Context: an optimization exercise on an open-source flow, tuned for small area, a short achievable clock period and few clock cycles per item. The choices shown serve that exercise and are no tape-out recipe.
Function was checked by simulation only, so behaviour that the tests miss may differ from the original.
Power is estimated from default activity; no workload was simulated.

[design/flow/design.v]
package olist_pkg;
  localparam int unsigned ValueW = 32;
  typedef enum logic [1:0] {
    OP_PUSH_FRONT = 2'd0,
    OP_PUSH_BACK  = 2'd1,
    OP_DELETE     = 2'd2,
    OP_READ_OUT   = 2'd3
  } op_t;
  typedef enum logic [1:0] {
    ST_OK        = 2'd0,
    ST_EMPTY     = 2'd1,
    ST_NOT_FOUND = 2'd2,
    ST_FULL      = 2'd3
  } status_t;
endpackage
module ordered_list_engine_unit (
  input  logic         clk,
  input  logic         rst_n,
  input  logic         in_valid,
  output logic         in_ready,
  input  logic [1:0]   in_operation,
  input  logic signed [31:0] in_value,
  output logic         out_valid,
  input  logic         out_ready,
  output logic signed [31:0] out_item_value,
  output logic [1:0]   out_status,
  output logic         out_last
);
  localparam int N = 16;
  localparam int W = olist_pkg::ValueW;
  logic         va;
  logic [1:0]   opa;
  logic [W-1:0] vala;
  logic         vb;
  logic [1:0]   opb;
  logic [W-1:0] valb;
  logic [N-1:0] mb;      
  logic [N-1:0] rr;      
  logic [W-1:0] cells [N];
  logic [N-1:0] occ;
  logic         ov, sv;
  logic [W+2:0] od, sd;
  logic         ir;
  logic go, empty, full, found, rd_last, b_done, b_free, xfer;
  logic pf_go, pb_go, del_go, rd_go;
  logic [N-1:0] m, ah, first_free, last_pos;
  logic [N-1:0] sl, sr, st;
  logic [W-1:0] tdata;
  assign go      = vb && !sv;
  assign empty   = !occ[0];
  assign full    = occ[N-1];
  assign m       = mb & occ;
  assign found   = |m;
  assign rd_last = !rr[1];
  always_comb begin
    ah[0] = m[0];
    for (int i = 1; i < N; i++) ah[i] = ah[i-1] | m[i];
    for (int i = 0; i < N; i++) begin
      first_free[i] = ((i == 0) ? 1'b1 : occ[(i == 0) ? 0 : i-1]) & !occ[i];
      last_pos[i]   = occ[i] & ((i == N-1) ? 1'b1 : !occ[(i == N-1) ? i : i+1]);
    end
  end
  assign pf_go  = go && opb == olist_pkg::OP_PUSH_FRONT && !full;
  assign pb_go  = go && opb == olist_pkg::OP_PUSH_BACK  && !full;
  assign del_go = go && opb == olist_pkg::OP_DELETE     && found;
  assign rd_go  = go && opb == olist_pkg::OP_READ_OUT   && !empty;
  assign b_done = go && (opb != olist_pkg::OP_READ_OUT || empty || rd_last);
  assign b_free = !vb || b_done;
  assign xfer   = va && b_free;
  always_comb begin
    for (int i = 0; i < N; i++) begin
      sl[i] = pf_go;
      sr[i] = (del_go && ah[i]) || (rd_go && !last_pos[i]);
      st[i] = (pb_go && first_free[i]) || (rd_go && last_pos[i]);
    end
  end
  assign tdata = opb[1] ? cells[0] : valb;
  always_ff @(posedge clk) begin
    for (int i = 0; i < N; i++) begin
      if (sl[i])      cells[i] <= (i == 0) ? valb : cells[(i == 0) ? 0 : i-1];
      else if (sr[i]) cells[i] <= cells[(i == N-1) ? i : i+1];
      else if (st[i]) cells[i] <= tdata;
    end
  end
  logic [N-1:0] occ_nxt;
  always_comb begin
    occ_nxt = occ;
    if (pf_go || pb_go) occ_nxt = {occ[N-2:0], 1'b1};
    else if (del_go)    occ_nxt = {1'b0, occ[N-1:1]};
  end
  logic [N-1:0] raw, corr;
  logic         eqv;
  always_comb begin
    for (int i = 0; i < N; i++) raw[i] = (cells[i] == vala);
    eqv = (valb == vala);
    for (int i = 0; i < N; i++) begin
      corr[i] = raw[i];
      if (sl[i])      corr[i] = (i == 0) ? eqv : raw[(i == 0) ? 0 : i-1];
      else if (sr[i]) corr[i] = (i == N-1) ? raw[i] : raw[(i == N-1) ? i : i+1];
      else if (st[i]) corr[i] = opb[1] ? raw[0] : eqv;
    end
  end
  logic acc;
  assign acc = in_valid && ir;
  logic [1:0]   opb_nxt;
  logic [N-1:0] rr_nxt;
  logic         va_nxt, vb_nxt;
  assign va_nxt  = acc || (va && !xfer);
  assign vb_nxt  = xfer || (vb && !b_done);
  assign opb_nxt = xfer ? opa : opb;
  always_comb begin
    rr_nxt = rr;
    if (xfer)       rr_nxt = occ_nxt;
    else if (rd_go) rr_nxt = {1'b0, rr[N-1:1]};
  end
  always_ff @(posedge clk) begin
    if (acc) begin
      opa  <= in_operation;
      vala <= in_value;
    end
    if (xfer) begin
      opb  <= opa;
      valb <= vala;
      mb   <= corr;
    end
    rr <= rr_nxt;
  end
  logic [W+2:0] res;
  logic [1:0]   rstat;
  always_comb begin
    unique case (opb)
      olist_pkg::OP_PUSH_FRONT,
      olist_pkg::OP_PUSH_BACK: rstat = full ? olist_pkg::ST_FULL : olist_pkg::ST_OK;
      olist_pkg::OP_DELETE:    rstat = empty ? olist_pkg::ST_EMPTY :
                                       found ? olist_pkg::ST_OK : olist_pkg::ST_NOT_FOUND;
      default:                 rstat = empty ? olist_pkg::ST_EMPTY : olist_pkg::ST_OK;
    endcase
    res = {(opb == olist_pkg::OP_READ_OUT && !empty) ? cells[0] : '0,
           rstat,
           (opb == olist_pkg::OP_READ_OUT && !empty) ? rd_last : 1'b1};
  end
  logic ofree, sv_nxt;
  assign ofree  = !ov || out_ready;
  assign sv_nxt = ofree ? 1'b0 : (sv || go);
  always_ff @(posedge clk) begin
    if (ofree) od <= sv ? sd : res;
    if (!ofree && go) sd <= res;
  end
  logic ir_nxt;
  assign ir_nxt = !va_nxt || !vb_nxt ||
                  (!sv_nxt && (opb_nxt != olist_pkg::OP_READ_OUT || !occ_nxt[0] || !rr_nxt[1]));
  always_ff @(posedge clk) begin
    if (!rst_n) begin
      va  <= 1'b0;
      vb  <= 1'b0;
      occ <= '0;
      ov  <= 1'b0;
      sv  <= 1'b0;
      ir  <= 1'b1;
    end else begin
      va  <= va_nxt;
      vb  <= vb_nxt;
      occ <= occ_nxt;
      ov  <= ofree ? (sv || go) : 1'b1;
      sv  <= sv_nxt;
      ir  <= ir_nxt;
    end
  end
  assign in_ready       = ir;
  assign out_valid      = ov;
  assign out_item_value = od[W+2:3];
  assign out_status     = od[2:1];
  assign out_last       = od[0];
endmodule
[design/flow/constraint.sdc]
create_clock -name core_clock -period 4.5 [get_ports {clk}]
set_input_delay 0.9000 -clock core_clock [delete_from_list [all_inputs] [get_ports {clk}]]
set_output_delay 0.9000 -clock core_clock [all_outputs]
set_load 0.01 [all_outputs]
[design/flow/config.mk]
export PLATFORM = sky130hd
export DESIGN_NAME = ordered_list_engine_unit
export DESIGN_NICKNAME = ordered_list_engine_unit
export VERILOG_FILES = /design/flow/design.v
export SDC_FILE = /design/flow/constraint.sdc
export NUM_CORES = 4
export LEC_CHECK = 0
export CAP_MARGIN = 20
export CORE_MARGIN = 2
export CORE_UTILIZATION = 50
export SLEW_MARGIN = 20
[design/flow/run.sh]
#!/bin/bash
# synth_recipe.tcl (not shown) runs the flow's synth.tcl, then flattens the netlist and writes it again
# the make line also repeats each setting of config.mk as NAME=value (left out here)
make -C /OpenROAD-flow-scripts/flow DESIGN_CONFIG=/design/flow/config.mk WORK_HOME=/design/flow/orfs CLKGATE_MAP_FILE= SYNTH_SCRIPT=/design/flow/synth_recipe.tcl finish
==> impl_metrics.toml <==
[global_route]
grt_pass1_wl_um = 228000
antenna_found_initial = 5
grt_max_degree = 203
grt_usage_pct = 39.2
grt_pass1_vias = 30200
grt-ovfl-total = 0

[yosys]
synthAdderAreaFrac_pct = 0.0249
synth_edf_count = 678
synthDistinctLibCells = 60
synthFlopType = "edfxtp_1"
async_reset_ff_share_pct = 0
synth_top_area_share_pct = 50.6
synthCells = 3751
synthSimpleGateAreaFrac_pct = 10.8
netlist_area_mm2 = 0.0402
synth_compound_area_share_pct = 9.73
syn_nets = 3789
seq_area_frac_synth_pct = 51.8
synth_xor_area_share_pct = 11.8
ys_ff_latch = 702
synthMuxAreaShare_pct = 12.3
synth.area.top_cells = "edfxtp_1, xor2_1, mux2i_1"
yosys_warnings = 2
postSynthAreaPerCell_um2 = 10.7
synth_top_family_by_area = "multiplexers"
yosysTopAreaCell = "edfxtp_1"

[placement]
dp_hpwl_um = 114000
portBuffers = 74
gp_congestion = 0.994

[routing]
wl_per_cell_um = 33.7
ant_nets = 0
drt-pass1-iter-count = 5
via_count = 31800
drtIter0Drc = 5180
finalWirelength_um = 164000
vias_per_cell = 6.53
route.detailed.drc = 0

[critical_path]
cp_slowest_cell = "a222oi_1"
critPathMaxStageDelay_ns = 0.80
critPathTopFamily = "compound AO/OA/AOI/OAI gates"
path_common_cell = "buf_4"
critPathCaptureType = "register"
crit_required_ns = 4.85
path_cells = "a222oi_1, nand4_1, o21ai_2, buf_4, a2bb2oi_4, buf_4, nand3_2, buf_4"
cp_max_fo = 35
crit_type = "reg2reg"
startpoint_type = "register"
arrival_ns = 4.16
cp.buffers_inverters = 3

[cts]
cts_tree = "done"
clk_path_buf_depth = 3
cts-root-buf = "clkbuf_16"
numCtsBuffers = 81
cts_resized = 0
postCtsHoldBufs = 0
clock_sinks = 702
clk_pin_slew_ns = 0.06
insertion_delay_ns = 0.66
htreeDepth = 3
postCtsSetupBuffers = 0

[die]
die_w_um = 288
die_area_mm2 = 0.0827
ioPinCount = 75
rows = 104
core_mm2 = 0.0800
start_util_pct = 50.3
die_h_um = 288

[power_and_ir_drop]
p_leak_uw = 0.0173
power.density_mw_per_mm2 = 377
power.ir.vdd_worst_v = 0.000273

[layout]
most-common-layout-cells = "edfxtp_1, nand2_1, o21ai_0"
fin_util_pct = 56.6
syn2layout_area_growth_pct = 12.5
drive_gt1_share_pct = 10.5
layout_commonest_cell = "edfxtp_1"
nets = 3772

[sta]
tns_ns = 0
hold_violations = 0
finalMaxSlewViolations = 0
fin_worst_skew_ns = 0.0218
rsz0062_at_grt = "false"
max_freq_ghz = 0.263
fin_crit_sh_pct = 84.6
setup_viol = 0
max_slew_margin_pct = 16.8
fin_crit_ns = 3.81
whs_ns = 0.535
worst_pin_slew_ns = 1.25

[flow_run]
max_cap_violations = 0

[hold_path]
hold_class = "reg2reg"

[outcome]
status = "no timing/DRC/antenna violations"
cells in the mapped netlist (all sizes together), types with 10 or more instances:
cell    instances
edfxtp        678
nand2         578
o21ai         574
xor2          512
mux2i         398
clkbuf        227
nor4          131
nor2           91
buf            86
mux2           84
a21oi          72
nand4          45
and2           37
xnor2          32
nand3          25
dfxtp          24
nor2b          21
o22ai          19
nand2b         17
a31oi          12
a22oi          11
nor3           11
inv            10
worst paths after layout:
check | startpoint | to | slack [ns] | cells after the start
setup / recovery | mb[1] | cells[1][25] | 0.69 | 8
hold reg to reg | opa[0] | opb[0] | 0.53 | 1
setup reg to reg | mb[1] | cells[1][25] | 0.69 | 8
hold / removal | opa[0] | opb[0] | 0.53 | 1
cell type report:
type / instances / area (µm²)
antenna: 7 / 17.5
clock buffer: 101 / 2160
clock inverter: 47 / 541
fill: 6946 / 34800
inverter: 10 / 38.8
multi-input combinational: 2726 / 18300
sequential: 702 / 20800
tap: 1060 / 1330
timing repair buffer: 213 / 2000
kinds of logic (layout without fill, tap and decap cells):
kind of cell               after synthesis  in the layout
AOI/OAI and AO/OA                      732            732
xor gates and xnor gates               544            544
adders and majority gates                1              1
buffers and inverters                  323            371
DFF                                    702            702
muxes                                  482            482
other                                    0              7
and+or+nand+nor                        967            967
metrics by stage:
step | total power, µW | setup slack, ns | std cells | cell area [µm²]
after floorplan | 9010 | 0.983 | 3751 | 40200
after global placement | 10100 | 0.819 | 4705 | 42400
after detailed placement | 10200 | 0.704 | 4710 | 42500
after CTS | 17000 | 0.696 | 4858 | 45200
after global routing | 17400 | 0.426 | 4861 | 45300
final | 17100 | 0.693 | 4866 | 45300
routing by layer:
metal | GRT usage [%] | vias to the layer above | wire, µm
li1 | - | 13400 | -
met3 | 13.1 | 464 | 22800
met2 | 53.6 | 2396 | 66100
met5 | 0 | - | 22
met4 | 26.5 | 4 | 13300
met1 | 52.6 | 15500 | 61800
registers in the layout, indices dropped and copies added (netlist names):
signal / flops
ov: 1
valb: 32
od: 35
rr: 15
opa: 2
cells: 512
ir: 1
occ: 16
va: 1
opb: 2
mb: 16
vala: 32
vb: 1
sd: 35
sv: 1
power breakdown:
group / internal (µW) / leakage [µW] / switching, µW
clock: 4050 / 0.00132 / 2890
sequential: 7520 / 0.00644 / 310
combinational: 733 / 0.00956 / 1570
total: 12300 / 0.0173 / 4770
Testbench counts, summed over its fixed seeds: cycles 14,669, items 4,800.

[static timing again, ports no longer ideal]
No port has a modelled driver above. Below, the same layout with a new extraction and two added sets of constraints.
Step 1 assumes that a clkbuf_16 drives the clock port and a buf_2 every other input.
Step 2 times the ports against the registers' clock, not the clock port: input delays grow and output delays shrink by t, the midpoint of the rising clock arrivals with the driver on.
a / b / c = no drivers / after step 1 / after step 2; a / b = the first two.
shift t [ns]: 0.712
setup slack, ns: 0.693 / 0.693 / 0.693
hold WS [ns]: 0.535 / 0.535 / 0.535
worst data-port slew with drivers (ns): 0.08
pins driven straight from the clock port: 1
After both steps this run still meets setup and hold. The setup slack of this run moves by 0.000 ns with the drivers and by 0.000 ns with both steps.
